What follows belongs to an exercise in optimizing a design on an open flow for small area; a production flow would make more cautious choices.
Only simulation tests tie the RTL to the original design; equivalence was not proved.
No activity file was given, so power comes from the tool's default toggle rates.

## run A
// tank_renderer
module tank_renderer #(
    parameter int BULLET_NUM = 8
) (
    input  logic                  pclk,
    input  logic                  in_reset_hint,
    input  logic                  wr_req,
    input  render_pkg::reg_addr_t wr_addr,
    input  render_pkg::reg_data_t wr_data,
    output logic                  wr_ack,
    input  render_pkg::coord_t    pixel_x,
    input  render_pkg::row_t      pixel_y,
    input  logic                  in_display,
    output render_pkg::coord_t    map_rd_x,
    output render_pkg::coord_t    map_rd_y,
    input  logic                  map_wall,
    output render_pkg::rgb_t      rgb
);
Size: roughly 840 cells after synthesis, ~180 flip-flops, roughly 74 I/O pins, roughly 9200 um^2 of cells after synthesis.
clock: 8.0 ns
lec_check: 0
abc_area: 1
cap_margin: 20
core_margin: 2
core_utilization: 72
gpl_timing_driven: 0
slew_margin: 20
standard.sh (not shown) runs the stock make flow with config.mk's settings and CLKGATE_MAP_FILE= SYNTH_SCRIPT=/design/flow/synth_recipe.tcl, a recipe that flattens the netlist after the stock synthesis.
==> flow/flow/run.sh <==
#!/bin/bash
# The standard layout (standard.sh) with these changes:
# - synthesis maps logic with an area-oriented abc script (area.abc: deepsyn, then three
#   rounds of choice computation and area-oriented mapping), and leaves adders to abc
#   instead of mapping them to adder cells first; registers are mapped as in the standard flow
# - the port buffers, and the buffers synthesis puts on wires from port to port, are the
#   smallest buffer cell
# - clock tree synthesis uses clkbuf_8 and no dummy loads
set -euo pipefail
W=$(pwd)
export FLOW_ABC_SCRIPT=$W/flow/area.abc
export BUFFER_PORTS_ARGS="-buffer_cell sky130_fd_sc_hd__buf_1"
export CTS_ARGS="-sink_clustering_enable -repair_clock_nets -buf_list sky130_fd_sc_hd__clkbuf_8 -dont_use_dummy_load"
sed -e "s#SYNTH_SCRIPT=[^ ]*#SYNTH_SCRIPT=$W/flow/synth.tcl ADDER_MAP_FILE= 'MIN_BUF_CELL_AND_PORTS=sky130_fd_sc_hd__buf_1 A X' #" standard.sh > $W/flow_standard.sh
grep -q "SYNTH_SCRIPT=$W/flow/synth.tcl ADDER_MAP_FILE=" $W/flow_standard.sh
bash $W/flow_standard.sh > $W/flow_make.log 2>&1
==> flow/flow/area.abc <==
strash
&get -n
&deepsyn -T 10
&put
strash
&get -n
&st
&dch -f
&nf -p -a -F 10 -A 10 -C 32 -R 1000
&put
strash
&get -n
&st
&dch -f
&nf -p -a -F 10 -A 10 -C 32 -R 1000
&put
strash
&get -n
&st
&dch -f
&nf -p -a -F 10 -A 10 -C 32 -R 1000
&put
==> flow/flow/synth.tcl <==
# The standard synthesis script (synth_recipe.tcl), with the abc mapping step given an
# area-oriented script ($::env(FLOW_ABC_SCRIPT)) in place of ORFS's; registers are untouched
proc synth {args} { yosys synth -nofsm -noshare {*}$args }
proc abc {args} {
  set i [lsearch -exact $args -script]
  if { $i >= 0 } { lset args [expr {$i + 1}] $::env(FLOW_ABC_SCRIPT) }
  yosys abc {*}$args
}
source $::env(SCRIPTS_DIR)/synth.tcl
# left out here: clear keep_hierarchy, flatten, clean up, hide names made inside functions, write 1_2_yosys.v
Run A | status: complete | timing, DRC, antenna: pass
What run B does differently from run A at the input level:
-- flow/flow/run.sh --
<<< run A, line 3
# - synthesis maps logic with an area-oriented abc script (area.abc: deepsyn, then three
#   rounds of choice computation and area-oriented mapping), and leaves adders to abc
>>> run B, line 3
# - synthesis maps logic with an area-oriented abc script (area.abc), and leaves adders to abc
-- flow/flow/area.abc --
<<< run A, line 1
strash
&get -n
&deepsyn -T 10
&put
>>> run B, line 1
Notes after the runs:
Run B reached the end of the flow, and the finished layout is clean on the timing, design-rule and antenna checks. Diff run A -> run B | non-clock inverter total of the final layout | increase of 1. Compared with run A, run B shows cell area after layout that has gone up by a few percent. Sort run B and run A by fraction of power consumed by combinational cells, descending, and run B comes first. The final reports for run B and run A show count of non-filler cells in the finished layout higher in the former. Between run A and run B, the flow reports first-pass GRT wire length increasing by a little under 10%. The final reports for run B and run A show combinational power higher in the former. Re die area: run B and run A aren't equal, and the lower value belongs to run A. Number of search-and-repair iterations in the first detailed-routing pass, run B and run A: lower on run B.
diff inputs: run B => run C
- a change of SLEW_MARGIN from 20 to 12
- a change of CAP_MARGIN from 20 to 12
-- flow/flow/run.sh --
<<< run B, line 3
# - synthesis maps logic with an area-oriented abc script (area.abc), and leaves adders to abc
>>> run C, line 3
# - synthesis maps logic with an area-oriented abc script (area.abc: deepsyn, then three
#   rounds of choice computation and area-oriented mapping), and leaves adders to abc
<<< run B, line 5
# - the port buffers, and the buffers synthesis puts on wires from port to port, are the
#   smallest buffer cell
>>> run C, line 6
# - the port buffers are the smallest buffer cell, and synthesis puts no buffers on wires
#   from port to port (the port buffers already drive them)
<<< run B, line 13
sed -e "s#SYNTH_SCRIPT=[^ ]*#SYNTH_SCRIPT=$W/flow/synth.tcl ADDER_MAP_FILE= 'MIN_BUF_CELL_AND_PORTS=sky130_fd_sc_hd__buf_1 A X' #" standard.sh > $W/flow_standard.sh
>>> run C, line 14
sed -e "s#SYNTH_SCRIPT=[^ ]*#SYNTH_SCRIPT=$W/flow/synth.tcl ADDER_MAP_FILE= SYNTH_INSBUF=0 #" standard.sh > $W/flow_standard.sh
-- flow/flow/area.abc --
<<< run B, line 1
>>> run C, line 1
strash
&get -n
&deepsyn -T 10
&put
On run C: share of synthesized area occupied by flip-flops and latches is 1.8 points higher than what run B gave.
On clock network fraction of design power, run B tracks run C almost exactly.
Against run B, run C comes in about 1.6% lower on area of the placeable core.
Taking run B as the reference point, the setup slack of run C falls by 0.42 ns.
Of the two values seen for top layer used by detailed routing, met4 was produced by run B and met5 by run C.
Summary — combined buffer and inverter count along the critical path, run C relative to run B: lower, by 1.
Run C ended with less final instance count without filler cells than run B.
Setup changes, run C to run D
- SLEW_MARGIN now 20, was 12
- CAP_MARGIN now 20, was 12
- GPL_TIMING_DRIVEN no longer set, was 0
-- flow/flow/run.sh --
<<< run C, line 3
# - synthesis maps logic with an area-oriented abc script (area.abc: deepsyn, then three
#   rounds of choice computation and area-oriented mapping), and leaves adders to abc
>>> run D, line 3
# - synthesis maps logic with an area-oriented abc script (area.abc), and leaves adders to abc
<<< run C, line 6
# - the port buffers are the smallest buffer cell, and synthesis puts no buffers on wires
#   from port to port (the port buffers already drive them)
>>> run D, line 5
# - the port buffers are the smallest buffer cell
<<< run C, line 14
sed -e "s#SYNTH_SCRIPT=[^ ]*#SYNTH_SCRIPT=$W/flow/synth.tcl ADDER_MAP_FILE= SYNTH_INSBUF=0 #" standard.sh > $W/flow_standard.sh
>>> run D, line 12
sed -e "s#SYNTH_SCRIPT=[^ ]*#SYNTH_SCRIPT=$W/flow/synth.tcl ADDER_MAP_FILE= #" standard.sh > $W/flow_standard.sh
==> flow/flow/area.abc <==
strash
&get -n
&st
&dch -f
&nf -p -a -F 10 -A 10 -C 32 -R 1000
&put
strash
&get -n
&st
&dch -f
&nf -p -a -F 10 -A 10 -C 32 -R 1000
&put
- For overall global routing resource usage, run C and run D come out practically identical.
- Compared with run C, run D shows a minimum period implied by the final worst setup slack that is 0.71 ns lower.
- Compare run C and run D | period utilization higher: run C
- Run C -> run D: clock sink count delta 0, exact match
- Looking at startpoint of the worst setup timing path, the pixel_y[1] result is from run C; the pixel_y[3] one comes from run D.
- Diff run C and run D: total number of vias lower in run C
- Run C → run D: finished layout cell area moved up; number of levels in the clock H-tree flat; combinational power share climbed 0.8 points; routed metal-1 wire length went up 6.7%.
Input changes introduced in run E (baseline for comparison: run D):
- GPL_TIMING_DRIVEN: unset -> 0
- CORE_UTILIZATION: 72 -> 60
-- flow/flow/run.sh --
<<< run D, line 3
# - synthesis maps logic with an area-oriented abc script (area.abc), and leaves adders to abc
>>> run E, line 3
# - synthesis maps logic with an area-oriented abc script (area.abc: deepsyn, then three
#   rounds of choice computation and area-oriented mapping), and leaves adders to abc
<<< run D, line 5
# - the port buffers are the smallest buffer cell
>>> run E, line 6
# - the port buffers, and the buffers synthesis puts on wires from port to port, are the
#   smallest buffer cell
<<< run D, line 12
sed -e "s#SYNTH_SCRIPT=[^ ]*#SYNTH_SCRIPT=$W/flow/synth.tcl ADDER_MAP_FILE= #" standard.sh > $W/flow_standard.sh
>>> run E, line 14
sed -e "s#SYNTH_SCRIPT=[^ ]*#SYNTH_SCRIPT=$W/flow/synth.tcl ADDER_MAP_FILE= 'MIN_BUF_CELL_AND_PORTS=sky130_fd_sc_hd__buf_1 A X' #" standard.sh > $W/flow_standard.sh
-- flow/flow/area.abc --
<<< run D, line 1
>>> run E, line 1
strash
&get -n
&deepsyn -T 10
&put
<<< run D, line 13
>>> run E, line 17
strash
&get -n
&st
&dch -f
&nf -p -a -F 10 -A 10 -C 32 -R 1000
&put
[summary]
Run E -> run D: sequential share of power flat
Timing, DRC, antenna: 0 failures across run D and run E
Run E vs run D — setup slack dropped 0.83 ns.
Number of distinct library cells after synthesis: run E vs run D up 4
Compare run D and run E | total power higher: run D
The run showing the smaller routed metal-1 wirelength is run D.
Post-route cell area (higher): run D
Reported leakage power of run E falls short of that of run D by a few percent.
Run D → run E: max-slew headroom at the worst pin shrank by 6.1 points, maximum number of pins on one net before global-route repair shrank by 13, slew at the pin closest to its max-slew limit grew by 0.080 ns.
diff inputs: run E => run F
- CORE_UTILIZATION changed from 60 to 72
-- flow/flow/run.sh --
<<< run E, line 6
# - the port buffers, and the buffers synthesis puts on wires from port to port, are the
#   smallest buffer cell
>>> run F, line 6
# - the port buffers are the smallest buffer cell, and synthesis puts no buffers on wires
#   from port to port (the port buffers already drive them)
<<< run E, line 14
sed -e "s#SYNTH_SCRIPT=[^ ]*#SYNTH_SCRIPT=$W/flow/synth.tcl ADDER_MAP_FILE= 'MIN_BUF_CELL_AND_PORTS=sky130_fd_sc_hd__buf_1 A X' #" standard.sh > $W/flow_standard.sh
>>> run F, line 14
sed -e "s#SYNTH_SCRIPT=[^ ]*#SYNTH_SCRIPT=$W/flow/synth.tcl ADDER_MAP_FILE= SYNTH_INSBUF=0 #" standard.sh > $W/flow_standard.sh
## What came out
Setup slack for run F is higher than for run E. For run E, the highest metal layer with signal wires was met5, unlike run F, where it was met4. Run E → run F: global-route usage increased 7.5 points, sequential share of cell area increased 0.57 points. Compared with run E, in run F fill cell instance count of the final layout dropped about 32%, timing-limited maximum frequency climbed about 4%, average size of a mapped cell climbed 0.14 um^2, met2 capacity usage during global routing climbed 11 points. HPWL reported at the end of detailed placement: run E and run F compared, lower one is run F.

## afterwards: timing with drivers on the ports
In the flow no input, the clock included, has a driving cell. The finished layouts below were timed again as built, in two steps. Step 1 sets driving cells, clkbuf_16 on the clock port and buf_2 on the other inputs (assumed; they add their load-dependent delay and slew). Step 2 times the ports against the registers' clock, not the clock port: input delays grow and output delays shrink by t, the midpoint of the rising clock arrivals with the driver on. Three values: ideal ports, drivers, drivers and shift; two values: the first two.
| run | shift t [ns] | slack for setup (ns) | worst setup path at the end | worst register clock-pin slew, ns |
|---|---|---|---|---|
| run A | 0.494 | 1.412 / 1.430 / 0.935 | input to register | 0.10 / 0.10 |
| run B | 0.506 | 1.625 / 1.632 / 1.127 | input to register | 0.10 / 0.10 |
| run C | 0.500 | 1.209 / 1.227 / 0.727 | input to register | 0.10 / 0.10 |
| run D | 0.498 | 1.921 / 1.919 / 1.420 | input to register | 0.10 / 0.10 |
| run E | 0.498 | 1.087 / 1.106 / 0.608 | input to register | 0.09 / 0.09 |
| run F | 0.504 | 1.350 / 1.363 / 0.859 | input to register | 0.09 / 0.09 |
After both steps setup and hold are still met in every run listed. For run D, which loses most, drivers alone change the setup slack by -0.002 ns; drivers and shift together by -0.501 ns.
